What follows belongs to an exercise in optimizing a design on an open flow for small area; a production flow would make more cautious choices.
Function was checked by simulation only, so behaviour that the tests miss may differ from the original.
No activity file was given, so power comes from the tool's default toggle rates.

==> flow/design.v <==
package img_pkg;
    localparam int IMG_WIDTH  = 8;
    localparam int IMG_HEIGHT = 8;
    localparam int IMG_PIXELS = IMG_WIDTH * IMG_HEIGHT;
    localparam int PIXEL_BITS = 12;
    localparam int WORD_BITS  = 16;
    localparam int HEADER_WORDS   = 4;
    localparam int CHECKSUM_WORDS = 2;
    localparam int PADDING_WORDS  = 2;
    localparam int STAT_BITS  = 18;
    localparam int ADDR_BITS  = $clog2(IMG_PIXELS);
    localparam int COUNT_BITS = ADDR_BITS + 1;
    localparam int SKIP_BITS  = 2;
    typedef logic [WORD_BITS-1:0] pixel_word_t;
    typedef struct packed {
        logic                 en;
        logic [ADDR_BITS-1:0] addr;
        pixel_word_t          data;
    } pixel_wr_t;
    typedef struct packed {
        logic [COUNT_BITS-1:0] pixel_count;
        logic [STAT_BITS-1:0]  highlight_count;
        logic [STAT_BITS-1:0]  shadow_count;
    } capture_stats_t;
    typedef struct packed {
        pixel_word_t [HEADER_WORDS-1:0] words;
    } header_t;
endpackage
`timescale 1ns/1ns
module fletcher_checksum (
    input  logic                   clk,
    input  logic                   rst,
    input  logic                   clear,
    input  logic                   en,
    input  img_pkg::pixel_word_t            din,
    output logic [2*img_pkg::WORD_BITS-1:0] sum
);
    logic [img_pkg::WORD_BITS-1:0] a;
    logic [img_pkg::WORD_BITS-1:0] b;
    logic [img_pkg::WORD_BITS-1:0] a_next;
    function automatic logic [img_pkg::WORD_BITS-1:0] add_mod(
        input logic [img_pkg::WORD_BITS-1:0] lhs,
        input logic [img_pkg::WORD_BITS-1:0] rhs
    );
        logic [img_pkg::WORD_BITS:0] s;
        s = {1'b0, lhs} + {1'b0, rhs};
        if (s >= {1'b0, {img_pkg::WORD_BITS{1'b1}}}) begin
            s = s - {1'b0, {img_pkg::WORD_BITS{1'b1}}};
        end
        add_mod = s[img_pkg::WORD_BITS-1:0];
    endfunction
    assign a_next = add_mod(a, din);
    assign sum    = {b, a};
    always_ff @(posedge clk) begin
        if (rst || clear) begin
            a <= '0;
            b <= '0;
        end else if (en) begin
            a <= a_next;
            b <= add_mod(b, a_next);
        end
    end
endmodule
`timescale 1ns/1ns
module frame_decoder (
    input  logic                  clk,
    input  logic                  rst,
    input  logic                  cmd_capture,
    input  logic [img_pkg::SKIP_BITS-1:0]  cmd_skip_count,
    input  logic [img_pkg::PIXEL_BITS-1:0] img_pixel,
    input  logic                  img_fv,
    input  logic                  img_lv,
    output img_pkg::pixel_wr_t             pix_wr,
    output img_pkg::capture_stats_t        status_stats,
    output logic                  status_capture_done
);
    enum logic [2:0] {
        ST_IDLE,
        ST_ARM,
        ST_WAIT_FRAME,
        ST_SKIP_CHECK,
        ST_CAPTURE
    } state;
    logic                 capture_prev;
    logic                 capture_cmd;
    logic                 fv_prev;
    logic                 lv_prev;
    logic                 frame_start;
    logic [1:0]           x;
    logic [1:0]           y;
    logic [img_pkg::SKIP_BITS-1:0] skip_count;
    logic [img_pkg::ADDR_BITS-1:0] wr_addr;
    logic                 stat_point;
    logic [6:0]           px_top;
    assign capture_cmd = cmd_capture ^ capture_prev;
    assign frame_start = img_fv && !fv_prev;
    assign stat_point = img_lv && (x == 2'd0) && (y == 2'd0);
    assign px_top     = img_pixel[img_pkg::PIXEL_BITS-1 -: 7];
    always_ff @(posedge clk) begin
        pix_wr.data <= {img_pixel[7:0], 4'b0000, img_pixel[img_pkg::PIXEL_BITS-1:8]};
        pix_wr.addr <= wr_addr;
        if (rst) begin
            state               <= ST_IDLE;
            capture_prev        <= 1'b0;
            fv_prev             <= 1'b0;
            lv_prev             <= 1'b0;
            x                   <= '0;
            y                   <= '0;
            skip_count          <= '0;
            wr_addr             <= '0;
            pix_wr.en           <= 1'b0;
            status_stats        <= '0;
            status_capture_done <= 1'b0;
        end else begin
            capture_prev <= cmd_capture;
            fv_prev      <= img_fv;
            lv_prev      <= img_lv;
            pix_wr.en    <= 1'b0;
            if (!img_lv) begin
                x <= '0;
            end else begin
                x <= x + 1'b1;
            end
            if (!img_fv) begin
                y <= '0;
            end else if (lv_prev && !img_lv) begin
                y <= y + 1'b1;
            end
            if (pix_wr.en) begin
                status_stats.pixel_count <= status_stats.pixel_count + 1'b1;
            end
            case (state)
                ST_ARM: begin
                    status_stats <= '0;
                    skip_count   <= cmd_skip_count;
                    wr_addr      <= '0;
                    state        <= ST_WAIT_FRAME;
                end
                ST_WAIT_FRAME: begin
                    if (frame_start) begin
                        state <= ST_SKIP_CHECK;
                    end
                end
                ST_SKIP_CHECK: begin
                    if (skip_count != '0) begin
                        skip_count <= skip_count - 1'b1;
                        state      <= ST_WAIT_FRAME;
                    end else begin
                        state <= ST_CAPTURE;
                    end
                end
                ST_CAPTURE: begin
                    if (img_fv) begin
                        pix_wr.en <= img_lv;
                        if (img_lv) begin
                            wr_addr <= wr_addr + 1'b1;
                        end
                        if (stat_point && (px_top == 7'h7f)) begin
                            status_stats.highlight_count <=
                                status_stats.highlight_count + 1'b1;
                        end
                        if (stat_point && (px_top == 7'h00)) begin
                            status_stats.shadow_count <= status_stats.shadow_count + 1'b1;
                        end
                    end else begin
                        status_capture_done <= !status_capture_done;
                        state               <= ST_IDLE;
                    end
                end
                default: begin
                end
            endcase
            if (capture_cmd) begin
                state <= ST_ARM;
            end
        end
    end
endmodule
`timescale 1ns/1ns
module pixel_store (
    input  logic                 clk,
    input  img_pkg::pixel_wr_t            pix_wr,
    input  logic [img_pkg::ADDR_BITS-1:0] rd_addr,
    output img_pkg::pixel_word_t          rd_data
);
    img_pkg::pixel_word_t mem [img_pkg::IMG_PIXELS];
    always_ff @(posedge clk) begin
        if (pix_wr.en) begin
            mem[pix_wr.addr] <= pix_wr.data;
        end
    end
    always_ff @(posedge clk) begin
        rd_data <= mem[rd_addr];
    end
endmodule
`timescale 1ns/1ns
module readout_sequencer (
    input  logic                 clk,
    input  logic                 rst,
    input  logic                 cmd_readout,
    input  img_pkg::header_t              cmd_header,
    output logic [img_pkg::ADDR_BITS-1:0] rd_addr,
    input  img_pkg::pixel_word_t          rd_data,
    output logic                 readout_start,
    output logic                 readout_ready,
    input  logic                 readout_trigger,
    output img_pkg::pixel_word_t          readout_data
);
    enum logic [2:0] {
        ST_IDLE,
        ST_START,
        ST_HEADER,
        ST_PIXEL,
        ST_TRAILER_LOAD,
        ST_TRAILER
    } state;
    logic                   readout_prev;
    logic                   readout_cmd;
    img_pkg::header_t                hdr_shift;
    logic [img_pkg::COUNT_BITS-1:0]  word_left;
    logic [img_pkg::ADDR_BITS-1:0]   next_addr;
    logic                   pending;
    logic                   can_load;
    logic                   xfer;
    logic                   cks_clear;
    logic                   cks_en;
    img_pkg::pixel_word_t            cks_din;
    logic [2*img_pkg::WORD_BITS-1:0] cks_sum;
    img_pkg::pixel_word_t            trailer_word;
    assign readout_cmd = cmd_readout ^ readout_prev;
    assign can_load = !readout_ready || readout_trigger;
    assign xfer     = readout_ready && readout_trigger;
    assign rd_addr = can_load ? next_addr : next_addr - img_pkg::ADDR_BITS'(1);
    assign cks_clear = (state == ST_START);
    assign cks_en    = xfer && (state != ST_TRAILER);
    assign cks_din   = {readout_data[7:0], readout_data[15:8]};
    fletcher_checksum fletcher_i (
        .clk   (clk),
        .rst   (rst),
        .clear (cks_clear),
        .en    (cks_en),
        .din   (cks_din),
        .sum   (cks_sum)
    );
    always_comb begin
        trailer_word = '0;
        if (word_left == img_pkg::COUNT_BITS'(img_pkg::CHECKSUM_WORDS + img_pkg::PADDING_WORDS)) begin
            trailer_word = {cks_sum[7:0], cks_sum[15:8]};
        end else if (word_left == img_pkg::COUNT_BITS'(img_pkg::CHECKSUM_WORDS + img_pkg::PADDING_WORDS - 1)) begin
            trailer_word = {cks_sum[23:16], cks_sum[31:24]};
        end
    end
    always_ff @(posedge clk) begin
        if (rst) begin
            state         <= ST_IDLE;
            readout_prev  <= 1'b0;
            readout_start <= 1'b0;
            readout_ready <= 1'b0;
            word_left     <= '0;
            next_addr     <= '0;
            pending       <= 1'b0;
        end else begin
            readout_prev <= cmd_readout;
            case (state)
                ST_START: begin
                    hdr_shift     <= cmd_header;
                    word_left     <= img_pkg::COUNT_BITS'(img_pkg::HEADER_WORDS);
                    next_addr     <= '0;
                    pending       <= 1'b0;
                    readout_ready <= 1'b0;
                    readout_start <= !readout_start;
                    state         <= ST_HEADER;
                end
                ST_HEADER: begin
                    if (can_load) begin
                        if (word_left != '0) begin
                            readout_data  <= hdr_shift.words[img_pkg::HEADER_WORDS-1];
                            hdr_shift     <= img_pkg::header_t'(hdr_shift << img_pkg::WORD_BITS);
                            readout_ready <= 1'b1;
                            word_left     <= word_left - 1'b1;
                        end else begin
                            readout_ready <= 1'b0;
                            word_left     <= img_pkg::COUNT_BITS'(img_pkg::IMG_PIXELS);
                            state         <= ST_PIXEL;
                        end
                    end
                end
                ST_PIXEL: begin
                    if (can_load) begin
                        readout_ready <= pending;
                        if (pending) begin
                            readout_data <= rd_data;
                        end
                        if (word_left != '0) begin
                            pending   <= 1'b1;
                            next_addr <= next_addr + 1'b1;
                            word_left <= word_left - 1'b1;
                        end else begin
                            pending <= 1'b0;
                            state   <= ST_TRAILER_LOAD;
                        end
                    end
                end
                ST_TRAILER_LOAD: begin
                    if (can_load) begin
                        readout_ready <= 1'b0;
                        word_left     <= img_pkg::COUNT_BITS'(img_pkg::CHECKSUM_WORDS + img_pkg::PADDING_WORDS);
                        state         <= ST_TRAILER;
                    end
                end
                ST_TRAILER: begin
                    if (can_load) begin
                        if (word_left != '0) begin
                            readout_data  <= trailer_word;
                            readout_ready <= 1'b1;
                            word_left     <= word_left - 1'b1;
                        end else begin
                            readout_ready <= 1'b0;
                            state         <= ST_IDLE;
                        end
                    end
                end
                default: begin
                end
            endcase
            if (readout_cmd) begin
                state <= ST_START;
            end
        end
    end
endmodule
`timescale 1ns/1ns
module img_controller (
    input  logic                  clk,
    input  logic                  rst,
    input  logic                  cmd_capture,
    input  logic                  cmd_readout,
    input  logic [img_pkg::SKIP_BITS-1:0]  cmd_skip_count,
    input  img_pkg::header_t               cmd_header,
    input  logic [img_pkg::PIXEL_BITS-1:0] img_pixel,
    input  logic                  img_fv,
    input  logic                  img_lv,
    output logic                  status_capture_done,
    output img_pkg::capture_stats_t        status_stats,
    output logic                  readout_start,
    output logic                  readout_ready,
    input  logic                  readout_trigger,
    output img_pkg::pixel_word_t           readout_data
);
    img_pkg::pixel_wr_t            pix_wr;
    logic [img_pkg::ADDR_BITS-1:0] rd_addr;
    img_pkg::pixel_word_t          rd_data;
    frame_decoder frame_decoder_i (
        .clk                 (clk),
        .rst                 (rst),
        .cmd_capture         (cmd_capture),
        .cmd_skip_count      (cmd_skip_count),
        .img_pixel           (img_pixel),
        .img_fv              (img_fv),
        .img_lv              (img_lv),
        .pix_wr              (pix_wr),
        .status_stats        (status_stats),
        .status_capture_done (status_capture_done)
    );
    pixel_store pixel_store_i (
        .clk     (clk),
        .pix_wr  (pix_wr),
        .rd_addr (rd_addr),
        .rd_data (rd_data)
    );
    readout_sequencer readout_sequencer_i (
        .clk             (clk),
        .rst             (rst),
        .cmd_readout     (cmd_readout),
        .cmd_header      (cmd_header),
        .rd_addr         (rd_addr),
        .rd_data         (rd_data),
        .readout_start   (readout_start),
        .readout_ready   (readout_ready),
        .readout_trigger (readout_trigger),
        .readout_data    (readout_data)
    );
endmodule
==> flow/run.sh <==
#!/bin/bash
# synth_recipe.tcl (not shown) runs the flow's synth.tcl, then flattens the netlist and writes it again
# the make line also repeats each setting of config.mk as NAME=value (left out here)
make -C /OpenROAD-flow-scripts/flow DESIGN_CONFIG=/design/flow/config.mk WORK_HOME=/design/flow/orfs CLKGATE_MAP_FILE= SYNTH_SCRIPT=/design/flow/synth_recipe.tcl finish
==> flow/config.mk <==
export PLATFORM = sky130hd
export DESIGN_NAME = img_controller
export DESIGN_NICKNAME = img_controller
export VERILOG_FILES = /design/flow/design.v
export SDC_FILE = /design/flow/constraint.sdc
export NUM_CORES = 4
export LEC_CHECK = 0
export CAP_MARGIN = 20
export CORE_MARGIN = 2
export CORE_UTILIZATION = 40
export SLEW_MARGIN = 20
==> flow/constraint.sdc <==
create_clock -name core_clock -period 10.0 [get_ports {clk}]
set_input_delay 2.0000 -clock core_clock [delete_from_list [all_inputs] [get_ports {clk}]]
set_output_delay 2.0000 -clock core_clock [all_outputs]
set_load 0.01 [all_outputs]
==> summary.txt <==
# TYPE chip_impl_metric gauge
chip_impl_metric{name="synth-edff-count",unit=""} 848
chip_impl_info{name="status",value="complete, no violations"} 1
chip_impl_metric{name="setup_ws",unit="ns"} 2.55
chip_impl_metric{name="area.growth.synth_to_final",unit="%"} 16.5
chip_impl_metric{name="detail_route.first_pass.iterations",unit=""} 6
chip_impl_metric{name="preCtsSetupSlack",unit="ns"} 2.68
chip_impl_metric{name="cts_resized",unit=""} 0
chip_impl_metric{name="r2r_setup_slack",unit="ns"} 2.55
chip_impl_metric{name="cts_max_level",unit=""} 3
chip_impl_metric{name="ys_seq_area_share",unit="%"} 68.4
chip_impl_metric{name="dr.first_iter.drc_count",unit=""} 2371
chip_impl_metric{name="final_hold_viol_count",unit=""} 0
chip_impl_metric{name="number_of_antenna_violations_at_the_first_check_in_global_routing",unit=""} 2
chip_impl_info{name="r2r_start",value="readout_sequencer_i.fletcher_i.a[0]$_SDFFE_PP0P_"} 1
chip_impl_metric{name="core",unit="sq um"} 103000
chip_impl_info{name="timing.critical_path.to_type",value="register"} 1
chip_impl_metric{name="vias",unit=""} 23237
chip_impl_metric{name="synth_cell_type_count",unit=""} 78
chip_impl_info{name="timing.critical_path.slowest_stage_cell",value="sky130_fd_sc_hd__or4_1"} 1
chip_impl_metric{name="routedWlPerCell",unit="um"} 25.0
chip_impl_metric{name="syn-num-nets",unit=""} 2586
chip_impl_metric{name="skew",unit="ns"} 0.0559
chip_impl_info{name="highest_count_cells_in_the_layout_ignoring_fill_and_taps",value="848 x sky130_fd_sc_hd__edfxtp_1, 252 x sky130_fd_sc_hd__mux4_2, 175 x sky130_fd_sc_hd__nor2_1"} 1
chip_impl_metric{name="worst_ep_required_time",unit="ns"} 10.58
chip_impl_metric{name="path_clk_slew",unit="ns"} 0.06
chip_impl_metric{name="final.fill_count",unit=""} 8672
chip_impl_metric{name="max_slew.worst_pin.slew",unit="ns"} 1.05
chip_impl_metric{name="pin_count_of_the_biggest_net_entering_global_routing",unit=""} 104
chip_impl_metric{name="crit_path_max_fanout",unit=""} 8
chip_impl_metric{name="gr_util_met3",unit="%"} 2.87
chip_impl_metric{name="final.setup.tns",unit="ns"} 0
chip_impl_info{name="worst_hold_path_type",value="register to register"} 1
chip_impl_metric{name="postRouteWirelength",unit="um"} 103000
chip_impl_metric{name="final_min_period_over_clock_period",unit="%"} 74.5
chip_impl_metric{name="postLayoutCoreUtil",unit="%"} 46.8
chip_impl_metric{name="met1_track_demand_over_resource",unit="%"} 27.5
chip_impl_metric{name="grt_overflow_total",unit=""} 0
chip_impl_metric{name="wire_length_of_the_first_global_routing_pass",unit="um"} 153000
chip_impl_metric{name="antenna_violating_nets_post_route",unit=""} 0
chip_impl_metric{name="clkLatencyLatePin",unit="ns"} 0.69
chip_impl_metric{name="max_stage_delay",unit="ns"} 0.64
chip_impl_metric{name="die_y",unit="um"} 326
chip_impl_metric{name="drive_gt1_share",unit="%"} 21.6
chip_impl_metric{name="synth-adder-area-share",unit="%"} 1.45
chip_impl_info{name="rsz0062_at_grt",value="no"} 1
chip_impl_metric{name="cts_setup_buffers",unit=""} 0
chip_impl_info{name="top_usage_layer_grt",value="met2"} 1
chip_impl_metric{name="syn-cell-area",unit="sq um"} 41500
chip_impl_metric{name="powerDensity",unit="nW/um^2"} 184
chip_impl_info{name="worstReg2RegEnd",value="readout_sequencer_i.fletcher_i.b[14]$_SDFFE_PP0P_"} 1
chip_impl_metric{name="cts-root-to-sink-buffers",unit=""} 3
chip_impl_metric{name="worst_r2r_path_depth",unit=""} 23
chip_impl_metric{name="final-max-slew-violation-count",unit=""} 0
chip_impl_metric{name="global_route.usage.met2",unit="%"} 31.0
chip_impl_metric{name="final_net_count",unit=""} 2777
chip_impl_info{name="crit_path_end",value="readout_sequencer_i.fletcher_i.b[14]$_SDFFE_PP0P_"} 1
chip_impl_metric{name="synth.mux.area_fraction",unit="%"} 15.2
chip_impl_metric{name="fmaxAchievable",unit="GHz"} 0.134
chip_impl_info{name="largest_family_of_logic_cells_by_synthesized_area",value="multiplexers"} 1
chip_impl_info{name="cts_tree",value="yes"} 1
chip_impl_metric{name="synth_simple_gate_area_share",unit="%"} 6.63
chip_impl_metric{name="core.rowCount",unit=""} 118
chip_impl_metric{name="cts_inserted_buffers",unit=""} 102
chip_impl_metric{name="synth-compound-area-share",unit="%"} 4.99
chip_impl_metric{name="cts.sinks",unit=""} 993
chip_impl_metric{name="period_minus_slack",unit="ns"} 7.45
chip_impl_info{name="synth_top_area_cells",value="sky130_fd_sc_hd__edfxtp_1 61%, sky130_fd_sc_hd__mux4_2 14%, sky130_fd_sc_hd__dfxtp_1 7.0%"} 1
chip_impl_metric{name="max-cap-violations",unit=""} 0
chip_impl_metric{name="die_x",unit="um"} 326
chip_impl_metric{name="effective_utilization_at_floorplan",unit="%"} 40.2
chip_impl_metric{name="drc",unit=""} 0
chip_impl_metric{name="p_total",unit="uW"} 8900
chip_impl_metric{name="postSynthRegisterBits",unit=""} 993
chip_impl_info{name="dominantRegCellSynth",value="sky130_fd_sc_hd__edfxtp_1"} 1
chip_impl_info{name="timing.critical_path.from_type",value="register"} 1
chip_impl_metric{name="synth.top_cell.area_share",unit="%"} 61.4
chip_impl_metric{name="antenna_cells",unit=""} 0
chip_impl_metric{name="numPortBuffers",unit=""} 146
chip_impl_metric{name="synth_area_per_cell",unit="sq um"} 16.9
chip_impl_info{name="timing.critical_path.from",value="readout_sequencer_i.fletcher_i.a[0]$_SDFFE_PP0P_"} 1
chip_impl_metric{name="relSlewSlack",unit="%"} 29.6
chip_impl_metric{name="vdd_drop_max",unit="uV"} 154
chip_impl_metric{name="globalRouteTotalUtil",unit="%"} 19.2
chip_impl_metric{name="synthesis.instances",unit=""} 2454
chip_impl_metric{name="leakagePower",unit="uW"} 0.0159
chip_impl_metric{name="routed_via_density",unit=""} 5.65
chip_impl_metric{name="grt_pass1_vias",unit=""} 23464
chip_impl_info{name="cell_mode_on_critical_path",value="sky130_fd_sc_hd__a21oi_1"} 1
chip_impl_metric{name="die_area",unit="sq um"} 106000
chip_impl_metric{name="crit_arrival",unit="ns"} 8.02
chip_impl_metric{name="gp_congestion",unit=""} 0.942
chip_impl_metric{name="synthXorXnorAreaFrac",unit="%"} 1.90
chip_impl_info{name="final_common_cell",value="sky130_fd_sc_hd__edfxtp_1"} 1
chip_impl_info{name="timing.critical_path.cells",value="ha_1 -> inv_1 -> fa_1 -> nand2b_1 -> a21oi_1 -> o211a_1 -> o211ai_1 -> or4_1 -> or4_1 -> o21ai_4 -> xor2_1 -> ha_1 -> inv_1 -> fa_1 -> nand2b_1 -> a21oi_1 -> xnor2_1 -> nor3_1 -> nand4_1 -> nor4_4 -> a21oi_1 -> or3_1 -> a32o_1"} 1
chip_impl_metric{name="timing.final.setup_violations",unit=""} 0
chip_impl_metric{name="holdBufCountCts",unit=""} 0
chip_impl_metric{name="async_flop_share",unit="%"} 0
chip_impl_metric{name="final.hold.worst_slack",unit="ns"} 0.355
chip_impl_info{name="synth_top_area_cell",value="sky130_fd_sc_hd__edfxtp_1"} 1
chip_impl_metric{name="place_hpwl",unit="um"} 64600
chip_impl_info{name="clock-root-buffer",value="sky130_fd_sc_hd__clkbuf_16"} 1
chip_impl_metric{name="ys_warn_count",unit=""} 4
chip_impl_metric{name="boundaryPins",unit=""} 147
chip_impl_info{name="worst-setup-path-type",value="register to register"} 1
==> flip-flops by register name (all words and copies together), names as in the netlist, 6 cells and up <==
signal	flops
readout_sequencer_i.hdr_shift	64
pixel_store_i.rd_data	12
readout_sequencer_i.word_left	7
frame_decoder_i.wr_addr	6
readout_sequencer_i.fletcher_i.b	16
frame_decoder_i.status_stats	43
readout_sequencer_i.readout_data	16
readout_sequencer_i.fletcher_i.a	16
pixel_store_i.mem	768
readout_sequencer_i.next_addr	6
frame_decoder_i.pix_wr	19
==> worst max-delay path: cells and delay by family, from the launching register on <==
| family | cells | cell delay, ns |
|---|---|---|
| and+or+nand+nor | 8 | 3.48 |
| AOI/OAI and AO/OA | 7 | 1.71 |
| adders and majority gates | 4 | 1.32 |
| xor gates and xnor gates | 2 | 0.38 |
| DFF | 1 | 0.36 |
| buffers and inverters | 2 | 0.14 |
==> synthesized netlist by cell type (5+ instances only) <==
cell / count
sky130_fd_sc_hd__a21oi_1: 83
sky130_fd_sc_hd__mux2_2: 49
sky130_fd_sc_hd__a211o_1: 6
sky130_fd_sc_hd__buf_2: 22
sky130_fd_sc_hd__ha_1: 45
sky130_fd_sc_hd__nor3b_1: 6
sky130_fd_sc_hd__and2_1: 16
sky130_fd_sc_hd__o21ai_0: 73
sky130_fd_sc_hd__a22oi_1: 10
sky130_fd_sc_hd__or2_2: 6
sky130_fd_sc_hd__o211ai_1: 17
sky130_fd_sc_hd__a221o_1: 13
sky130_fd_sc_hd__nand4_1: 22
sky130_fd_sc_hd__nor2_1: 204
sky130_fd_sc_hd__xor2_1: 52
sky130_fd_sc_hd__nor2b_1: 35
sky130_fd_sc_hd__a21o_1: 12
sky130_fd_sc_hd__or3_1: 16
sky130_fd_sc_hd__nand2b_1: 24
sky130_fd_sc_hd__o31ai_1: 5
sky130_fd_sc_hd__edfxtp_1: 848
sky130_fd_sc_hd__clkbuf_1: 84
sky130_fd_sc_hd__inv_1: 25
sky130_fd_sc_hd__o21a_1: 8
sky130_fd_sc_hd__nor3_1: 35
sky130_fd_sc_hd__buf_1: 10
sky130_fd_sc_hd__nand3_1: 48
sky130_fd_sc_hd__mux2i_1: 8
sky130_fd_sc_hd__nand2_1: 97
sky130_fd_sc_hd__o2111ai_1: 5
sky130_fd_sc_hd__xnor2_1: 38
sky130_fd_sc_hd__a211oi_1: 12
sky130_fd_sc_hd__o211a_1: 7
sky130_fd_sc_hd__nor4_1: 11
sky130_fd_sc_hd__and3_1: 19
sky130_fd_sc_hd__a31oi_1: 10
sky130_fd_sc_hd__mux4_2: 252
sky130_fd_sc_hd__dfxtp_1: 145
==> kinds of logic after synthesis <==
family,after synthesis
DFF,993
and+or+nand+nor,562
AOI/OAI and AO/OA,309
muxes,309
buffers and inverters,144
xor gates and xnor gates,90
adders and majority gates,47
==> routing by layer <==
layer | routed length, um | up-vias | share of wire (%)
met5 | 0 | - | 0
met4 | 1940 | 0 | 1.9
met3 | 6230 | 135 | 6.1
met2 | 49900 | 759 | 48
met1 | 44800 | 12171 | 44
li1 | - | 10172 | -
==> area by class of cell <==
cell class              instances  area [sq um]  area share [%]
clock inverters                68           756            1.56
repair buffers                206          1960            4.06
clock buffers                 125          2680            5.54
well taps                    1380          1730            3.57
inverters                      25          93.8           0.194
flip-flops and latches        993         28400            58.8
multi-input cells            1317         12700            26.3
==> worst min-delay path by stage <==
stage                                       startpoint                                  to  slack [ns]  cells past startpoint
4_1_cts        frame_decoder_i.wr_addr[5]$_SDFFE_PP0P_  frame_decoder_i.pix_wr[21]$_DFF_P_        0.35                      0
3_5_place_dp   frame_decoder_i.wr_addr[5]$_SDFFE_PP0P_  frame_decoder_i.pix_wr[21]$_DFF_P_        0.37                      0
3_3_place_gp   frame_decoder_i.wr_addr[5]$_SDFFE_PP0P_  frame_decoder_i.pix_wr[21]$_DFF_P_        0.36                      0
5_1_grt        frame_decoder_i.wr_addr[5]$_SDFFE_PP0P_  frame_decoder_i.pix_wr[21]$_DFF_P_        0.36                      0
6_report       frame_decoder_i.wr_addr[5]$_SDFFE_PP0P_  frame_decoder_i.pix_wr[21]$_DFF_P_        0.36                      0
2_1_floorplan  frame_decoder_i.wr_addr[5]$_SDFFE_PP0P_  frame_decoder_i.pix_wr[21]$_DFF_P_        0.35                      0
==> power by group <==
part	switching, uW	internal [uW]	total [uW]
Sequential	52.1	4530	4580
Combinational	269	196	465
Clock	1620	2230	3850
Total	1950	6960	8900
==> stage by stage <==
stage,instance area (sq um),std cells
finish,48300,4114
global route,48300,4114
floorplan,41500,2454
detailed placement,44900,3921
CTS,48300,4114
global placement,44800,3920

==> static timing again, ports no longer ideal <==
No port has a modelled driver above. Below, the same layout with a new extraction and two added sets of constraints. Step 1 (the two cells are an assumption about what drives the block):
set clk [get_ports {clk}]
set_driving_cell -lib_cell sky130_fd_sc_hd__clkbuf_16 $clk
set_driving_cell -lib_cell sky130_fd_sc_hd__buf_2 [delete_from_list [all_inputs] $clk]
Step 2 adds t to the input delays and takes it off the output delays; t is the mean of the earliest and latest rising clock arrival at the registers after step 1. Input paths then give back, and output paths get back, about the clock's delay inside the block. Slacks: ideal ports / drivers / drivers and shift; pairs: ideal ports / drivers.
t, ns: 0.731
setup WS [ns]: 2.554 / 2.554 / 2.554
worst setup path after step 2: register to register
latest minus earliest clock arrival (ns): 0.056 / 0.056
worst register clock-pin slew, ns: 0.07 / 0.07
After both steps this run still meets setup and hold. For this run, drivers alone change the setup slack by 0.000 ns; drivers and shift together by 0.000 ns.
